This is an optimization exercise on Yosys and OpenROAD, whose aim is small area and a short achievable clock period, not a production implementation. At most, simulation tests tie the RTL to the original design; equivalence was not proved. Only the layout flow was run in run 2; the RTL was not checked for function there.

==> flow/design.v, too long to show whole: its modules and the start of the top module <==
// module ex_top: 2616 lines
// module ex_ao21: 3 lines
// module ex_fa: 4 lines
// module ex_ha: 4 lines
module ex_top (
    input  logic               clk,
    input  logic               reset,
    input  logic               in_valid,
    input  logic [4:0]         operator,
    input  logic [31:0]        operand1,
    input  logic [31:0]        operand2,
    input  logic [4:0]         dest_addr,
    input  logic               dest_write,
    output logic               out_valid,
    output logic [4:0]         write_addr,
    output logic               write_enable,
    output logic [31:0]        write_data
);
  // ...
==> flow/flow/run.sh <==
#!/bin/bash
# Layout flow: the standard flow (standard.sh), with the port buffers
# inserted as sky130_fd_sc_hd__buf_2 cells instead of the default delay-buffer
# cells. Every tool's output goes to flow_run.log; ORFS keeps its per-step logs
# under orfs/logs.
set -euo pipefail
export BUFFER_PORTS_ARGS="-buffer_cell sky130_fd_sc_hd__buf_2"
bash standard.sh finish > flow_run.log 2>&1
==> flow/standard.sh <==
#!/bin/bash
# synth_recipe.tcl (not shown) runs the flow's synth.tcl, then flattens the netlist and writes it again
# the make line also repeats each setting of config.mk as NAME=value (left out here)
make -C /OpenROAD-flow-scripts/flow DESIGN_CONFIG=/design/flow/config.mk WORK_HOME=/design/flow/orfs CLKGATE_MAP_FILE= SYNTH_SCRIPT=/design/flow/synth_recipe.tcl "${@:-finish}"
==> flow/config.mk <==
export PLATFORM = sky130hd
export DESIGN_NAME = ex_top
export DESIGN_NICKNAME = ex_top
export VERILOG_FILES = /design/flow/design.v
export SDC_FILE = /design/flow/constraint.sdc
export NUM_CORES = 4
export LEC_CHECK = 0
export ABC_AREA = 1
export CAP_MARGIN = 20
export CORE_MARGIN = 2
export CORE_UTILIZATION = 40
export SETUP_SLACK_MARGIN = 4.75
export SLEW_MARGIN = 20
export SYNTH_HIERARCHICAL = 1
==> flow/constraint.sdc <==
create_clock -name core_clock -period 14.0 [get_ports {clk}]
set_input_delay 2.8000 -clock core_clock [delete_from_list [all_inputs] [get_ports {clk}]]
set_output_delay 2.8000 -clock core_clock [all_outputs]
set_load 0.01 [all_outputs]
==> impl_results.rst, run 1 <==
.. list-table::
   :header-rows: 1

   * - Metric
     - Value
   * - Share of flip-flops with an asynchronous set or reset after synthesis
     - 0%
   * - # H-tree levels
     - 3
   * - Most common library cell in the layout ignoring fill and taps
     - sky130_fd_sc_hd__xor2_1
   * - Inserted tap cell count
     - 1050
   * - Arrival time of the worst setup path
     - 9.25 ns
   * - Max Buffers Root-to-Sink
     - 2
   * - Start of the worst register-to-register path
     - lo[1]$_DFF_P_
   * - Sort of element at the end of the critical path
     - flop
   * - Hold WC Path Type
     - reg2reg
   * - Total overflow reported by the global router
     - 0
   * - RSZ-0062 raised after global routing
     - yes
   * - Seq/total area
     - a little under 6%
   * - Final-report hold violation count
     - 0
   * - Number of synthesized register bits
     - 103
   * - Most common cell on crit path
     - sky130_fd_sc_hd__fa_1
   * - Cell with the most instances after synthesis
     - sky130_fd_sc_hd__xor2_1
   * - Syn avg cell area
     - around 8 µm²
   * - Cell area after synthesis
     - between 30000 and 40000 µm²
   * - Nets
     - 4680
   * - Status
     - timing/DRC/antenna clean
   * - HPWL Detailed
     - 99.2 mm
   * - Delay contributed by the slowest stage of the critical path
     - approximately 0.54 ns
   * - Simple-gate area share of the yosys netlist
     - 11.6%
   * - Worst slew margin
     - 22.8%
   * - Uppermost layer routed
     - met4
   * - Avg WL per Cell
     - between 30 and 40 µm
   * - Final design utilization
     - 45.2%
   * - Detail Route Antenna Nets
     - 0
   * - CTS buffer count
     - 9
   * - Met1 track demand over resource
     - 46.0%
   * - Number of instances on the worst hold path
     - 2
   * - Post-route setup TNS
     - 0 ns
   * - Core region area
     - 79100 µm²
   * - Post-detailed-routing wire length
     - 151 mm
   * - Multi-input gate share of the layout cell area
     - 77.8%
   * - Max Clk Rate
     - 0.111 GHz
==> run 2, diff against run 1 <==
--- a/flow/design.v
+++ b/flow/design.v
@@ -2590,38 +2590,33 @@
                       | ({32{op_mflo}} & lo);
     generate
         if (SHIFT_MULT) begin : g_wd
             logic sel_lo, sel_hi;
             assign sel_lo = sel_mul | op_sll;
             assign sel_hi = op_srl | op_sra;
             assign data_next = data_other | ({32{sel_lo}} & prod[31:0]) | ({32{sel_hi}} & prod[63:32]);
         end else begin : g_wd
-            for (genvar j = 0; j < 32; j++) begin : g_b
-                ex_ao21 u_wd (.a(data_other[j]), .b(sel_mul), .c(prod[j]), .y(data_next[j]));
-            end
+            assign data_next = data_other | ({32{sel_mul}} & prod[31:0]);
         end
     endgenerate
     always_ff @(posedge clk) begin
         if (reset) begin
             out_valid    <= 1'b0;
             write_enable <= 1'b0;
         end else begin
             out_valid    <= in_valid;
             write_enable <= in_valid & dest_write & ~ovf;
         end
     end
     always_ff @(posedge clk) begin
         write_addr <= dest_addr;
         write_data <= data_next;
     end
 endmodule
-module ex_ao21 (input logic a, input logic b, input logic c, output logic y);
-    assign y = a | (b & c);
-endmodule
 module ex_fa (input logic a, input logic b, input logic c, output logic s, output logic co);
     assign s  = a ^ b ^ c;
     assign co = (a & b) | (a & c) | (b & c);
 endmodule
 module ex_ha (input logic a, input logic b, output logic s, output logic co);
     assign s  = a ^ b;
     assign co = a & b;
 endmodule
==> flow/config.mk (replaced) <==
export PLATFORM = sky130hd
export DESIGN_NAME = ex_top
export DESIGN_NICKNAME = ex_top
export VERILOG_FILES = /design/flow/design.v
export SDC_FILE = /design/flow/constraint.sdc
export NUM_CORES = 4
export LEC_CHECK = 0
export ABC_AREA = 1
export CAP_MARGIN = 20
export CORE_MARGIN = 2
export CORE_UTILIZATION = 40
export SETUP_SLACK_MARGIN = 4.5
export SLEW_MARGIN = 20
export SYNTH_HIERARCHICAL = 1
==> run 2 against run 1 <==
Compared with the run above: routed wire length is 1.7% higher; highest routed layer is now met5; critical path type unchanged; maximum frequency decreased by 4.5%; utilization is 0.64 points lower.
==> impl_results.rst, run 2 <==
.. list-table::
   :header-rows: 1

   * - Metric
     - Value
   * - All-Layer GR Usage
     - 36.1%
   * - Share of flip-flops with an asynchronous set or reset after synthesis
     - 0% (unchanged)
   * - Die area
     - 82000 µm²
   * - Synthesized netlist net count
     - between 4000 and 5000
   * - Top-Level Pins
     - 117
   * - Uppermost layer routed
     - met5
   * - Drt initial violations
     - 4478
   * - Via count of the first global-routing pass
     - roughly 31000
   * - Cell area after synthesis
     - 31900 µm² (-0.26%)
   * - Max Buffers Root-to-Sink
     - 2 (unchanged)
   * - Nets
     - 4644 (-0.77%)
   * - Fraction of the mapped netlist area in compound gates
     - 20.6%
   * - Post-CTS Hold Fix Bufs
     - 0
   * - Clock tree from TritonCTS
     - done
   * - Overall die height
     - 286 µm
   * - Syn avg cell area
     - 8.05 µm² (+0.82%)
   * - Detail Route Antenna Nets
     - 0 (unchanged)
   * - Min Tclk post-route
     - between 9 and 10 ns
   * - Length of routed met3 wiring
     - 20.3 mm
   * - Most used flip-flop cell after synthesis
     - sky130_fd_sc_hd__dfxtp_1
   * - RSZ-0062 raised after global routing
     - yes
   * - Max Clk Rate
     - 0.106 GHz (-4.5%)
   * - Start of the worst register-to-register path
     - hi[12]$_DFF_P_
   * - Largest cells by area after synthesis
     - sky130_fd_sc_hd__fa_1, sky130_fd_sc_hd__xor2_1, sky130_fd_sc_hd__o22ai_1
   * - Number of rows created at floorplan
     - just over 100
   * - Die W
     - 286 µm
   * - Xor/xnor share of the synthesized area
     - 16.8%
   * - Largest registers in the final layout
     - hi: 32 flops, lo: 32 flops, write_data: 32 flops
   * - Total overflow reported by the global router
     - 0 (unchanged)
   * - Final-report hold violation count
     - 0 (unchanged)
   * - Number of synthesized register bits
     - 103 (unchanged)
   * - Fraction of the mapped netlist area in adder cells
     - 36.2%
   * - Final std cell area, no fill
     - 35200 µm²
   * - Arrival time of the worst setup path
     - 9.63 ns (+0.38 ns)
   * - Hold WC Path Type
     - reg2reg
   * - Nature of the critical path startpoint
     - primary input
   * - Post-placement cell area
     - 33400 µm²
   * - Hold path start
     - lo[14]$_DFF_P_
   * - Combinational family with the most area after synthesis
     - adder cells
   * - Period utilization
     - between 60% and 70%
   * - Syn Inst Count
     - 3963
   * - Clock skew
     - 0.0149 ns
   * - DR pass1 iterations
     - 7
   * - First-pass GRT wire length
     - 217 mm
   * - Largest net degree at the start of global routing
     - 69
   * - Post-CTS clock slew at the launch and capture registers of the worst setup and hold paths
     - 0.09 ns
   * - Wl on met1
     - 58.9 mm
   * - Simple-gate area share of the yosys netlist
     - 12.1% (+0.53 points)
   * - Proportion of layout cells with a drive suffix above 1
     - between 10% and 20%
   * - Number of distinct library cell variants in the gate-level netlist after synthesis
     - 60
   * - Most common library cell in the layout ignoring fill and taps
     - sky130_fd_sc_hd__xor2_1
   * - # H-tree levels
     - 3 (unchanged)
   * - Highest net fanout along the worst path
     - 22
   * - Worst slew margin
     - 15.1% (-7.7 points)
   * - Seq/Total Area, Yosys
     - 6.46%
   * - Cell with the most instances after synthesis
     - sky130_fd_sc_hd__xor2_1
   * - CTS buffer count
     - 9 (unchanged)
   * - Data required time at the worst endpoint
     - 14.24 ns
   * - Sort of element at the end of the critical path
     - flop
   * - Worst setup startpoint
     - operand1[10]
   * - Antenna violations before repair
     - 6
   * - Placer Congestion
     - 1.05
   * - Status
     - timing/DRC/antenna clean
   * - Detailed-routed wire length on met2
     - ~64 mm
   * - Starting density of the core
     - 40.4%
   * - Sinks on Clock Net
     - 103
   * - Quantity of I/O buffers inserted on ports
     - 116
   * - DRC violations left
     - 0
   * - Post-detailed-routing wire length
     - 153 mm (+1.7%)
   * - Vias per cell
     - around 6.5
   * - Area added between synthesis and finish
     - 10.4%
   * - Max Cap Viol
     - 0
   * - Vias
     - 32300
   * - Slew at the pin closest to its max-slew limit
     - 1.27 ns
   * - Commonest cells post-synth
     - sky130_fd_sc_hd__xor2_1, sky130_fd_sc_hd__nand2_1, sky130_fd_sc_hd__o22ai_1
   * - Finish-stage setup viols
     - 0
   * - Top library cells by usage in the layout, fill and taps aside
     - sky130_fd_sc_hd__xor2_1, sky130_fd_sc_hd__nand2_1, sky130_fd_sc_hd__o22ai_1
   * - Share of synthesized area spent on multiplexers
     - 0.126%
   * - Hold Slack
     - ~0.48 ns
   * - Core region area
     - 79000 µm² (-0.16%)
   * - Count of flip-flops with a built-in enable after synthesis
     - 0
   * - Post-route setup TNS
     - 0 ns (unchanged)
   * - Biggest area consumer among synthesized cells
     - sky130_fd_sc_hd__fa_1
   * - Number of pins exceeding their max-slew limit in the final report
     - 0
   * - Share of Yosys cell area claimed by the top area cell type
     - 29.7%
   * - CP Class
     - in2reg
   * - Avg WL per Cell
     - 30.8 µm (+2.4%)
   * - Master cell of the clock root buffer
     - sky130_fd_sc_hd__clkbuf_16
   * - Yosys warns
     - 7
   * - HPWL Detailed
     - 106 mm (+6.8%)
   * - R2R Setup Slk
     - 11.88 ns
   * - Clock latency reported for the late side of the worst-skew pair
     - 0.39 ns
[run 2: cell types whose count changed in the layout (fill, tap and decap cells not counted), moves of 11 or more]
cell	change
sky130_fd_sc_hd__o21ai_0	+61
sky130_fd_sc_hd__nand4_1	+17
sky130_fd_sc_hd__inv_1	-29
sky130_fd_sc_hd__a22oi_1	-23
sky130_fd_sc_hd__buf_4	+30
sky130_fd_sc_hd__o211ai_1	+29
sky130_fd_sc_hd__inv_2	-25
sky130_fd_sc_hd__clkbuf_16	-12
sky130_fd_sc_hd__a211oi_1	+11
sky130_fd_sc_hd__o21ai_1	-87
sky130_fd_sc_hd__buf_2	+11
sky130_fd_sc_hd__buf_12	-12
[run 2: final timing paths]
kind                             to  depth (start not counted)
min reg2reg          lo[14]$_DFF_P_                          2
max                  hi[30]$_DFF_P_                         28
max reg2reg  write_data[12]$_DFF_P_                          4
min                  lo[14]$_DFF_P_                          2
[run 2: cell type report]
cell class                      count  area, µm²
Inverter                          284       1150
Timing Repair Buffer              305       2590
Clock inverter                      6       86.3
Tap cell                         1050       1310
Fill cell                        7896      43800
Antenna cell                        3       7.51
Clock buffer                       10        229
Sequential cell                   103       2060
Multi-Input combinational cell   3225      27800
[run 2: critical path, cell delays in order]
cell	delay (ns)
sky130_fd_sc_hd__buf_2	0.30
sky130_fd_sc_hd__nand2_1	0.19
sky130_fd_sc_hd__nand2_4	0.24
sky130_fd_sc_hd__buf_8	0.27
sky130_fd_sc_hd__o22ai_1	0.12
sky130_fd_sc_hd__xor2_1	0.20
sky130_fd_sc_hd__fa_1	0.54
sky130_fd_sc_hd__fa_2	0.62
sky130_fd_sc_hd__fa_1	0.44
sky130_fd_sc_hd__fa_1	0.39
sky130_fd_sc_hd__fa_1	0.46
sky130_fd_sc_hd__fa_1	0.56
sky130_fd_sc_hd__ha_4	0.22
sky130_fd_sc_hd__a21oi_1	0.12
sky130_fd_sc_hd__inv_1	0.08
sky130_fd_sc_hd__a21oi_2	0.18
sky130_fd_sc_hd__nor2_1	0.07
sky130_fd_sc_hd__nor2_2	0.17
sky130_fd_sc_hd__o21ai_1	0.12
sky130_fd_sc_hd__a21oi_2	0.21
sky130_fd_sc_hd__o21ai_1	0.11
sky130_fd_sc_hd__a21oi_2	0.18
sky130_fd_sc_hd__buf_4	0.16
sky130_fd_sc_hd__clkinvlp_4	0.16
sky130_fd_sc_hd__a221oi_1	0.29
sky130_fd_sc_hd__nand2_1	0.11
sky130_fd_sc_hd__o21ai_0	0.18
sky130_fd_sc_hd__o211ai_1	0.11
[run 2: kinds of logic (layout without fill, tap and decap cells)]
kind of cell | count (synthesis) | in the layout
AOI/OAI and AO/OA | 1038 | 1038
and+or+nand+nor | 932 | 932
adders and majority gates | 638 | 638
buffers and inverters | 635 | 605
xor gates and xnor gates | 613 | 613
DFF | 103 | 103
muxes | 4 | 4
other | 0 | 3
[run 2: through the flow]
| step | util, % | setup slack [ns] | cells |
|---|---|---|---|
| finish | 44.6 | 4.60 | 4986 |
| global route | 44.5 | 4.40 | 4983 |
| CTS | 43.3 | 4.50 | 4937 |
| detailed placement | 42.3 | 3.21 | 4899 |
| global placement | 42.3 | 3.26 | 4899 |
| floorplan | - | 4.67 | 3963 |
[run 2: repair_timing]
item | in CTS | in global routing
buffers inserted | 21 | 40
endpoints found under the setup margin | 43 | 33
resized for setup | 79 | 129
pin swaps | 5 | 19
cloned | 1 | 6
[run 2: metal layers]
| layer | vias to the layer above | global-route usage (%) |
|---|---|---|
| met5 | - | 0.291 |
| met4 | 4 | 20.6 |
| met3 | 506 | 8.91 |
| met2 | 2480 | 52.5 |
| met1 | 15800 | 48.8 |
| li1 | 13500 | - |
[run 2: per-module statistics from Yosys (local to each module, per instance)]
module	times used	cell area (µm²)	flops+latches
ex_fa	469	20.0	0
ex_ha	73	12.5	0
ex_top	1	21600	103

[separate check: timing with driven ports]
No port has a modelled driver above. Below, the same layouts with a new extraction and two added sets of constraints. Step 1 assumes that a clkbuf_16 drives the clock port and a buf_2 every other input. Step 2, shift: input delay + t, output delay - t, t = (earliest + latest rising clock arrival at the registers) / 2. This alone moves slack from input paths to output paths. Slacks: no drivers / after step 1 / after step 2; pairs: no drivers / after step 1.
run	shift t [ns]	slack for setup (ns)	clock arrival spread, ns	worst data-port slew with drivers (ns)	pins driven straight from the clock port
run 1	0.443	5.023 / 5.054 / 4.611	0.023 / 0.023	0.08	1
run 2	0.430	4.600 / 4.540 / 4.109	0.017 / 0.017	0.18	1
After both steps every run listed still meets setup and hold. For run 2, which loses most, drivers alone change the setup slack by -0.060 ns; drivers and shift together by -0.491 ns.
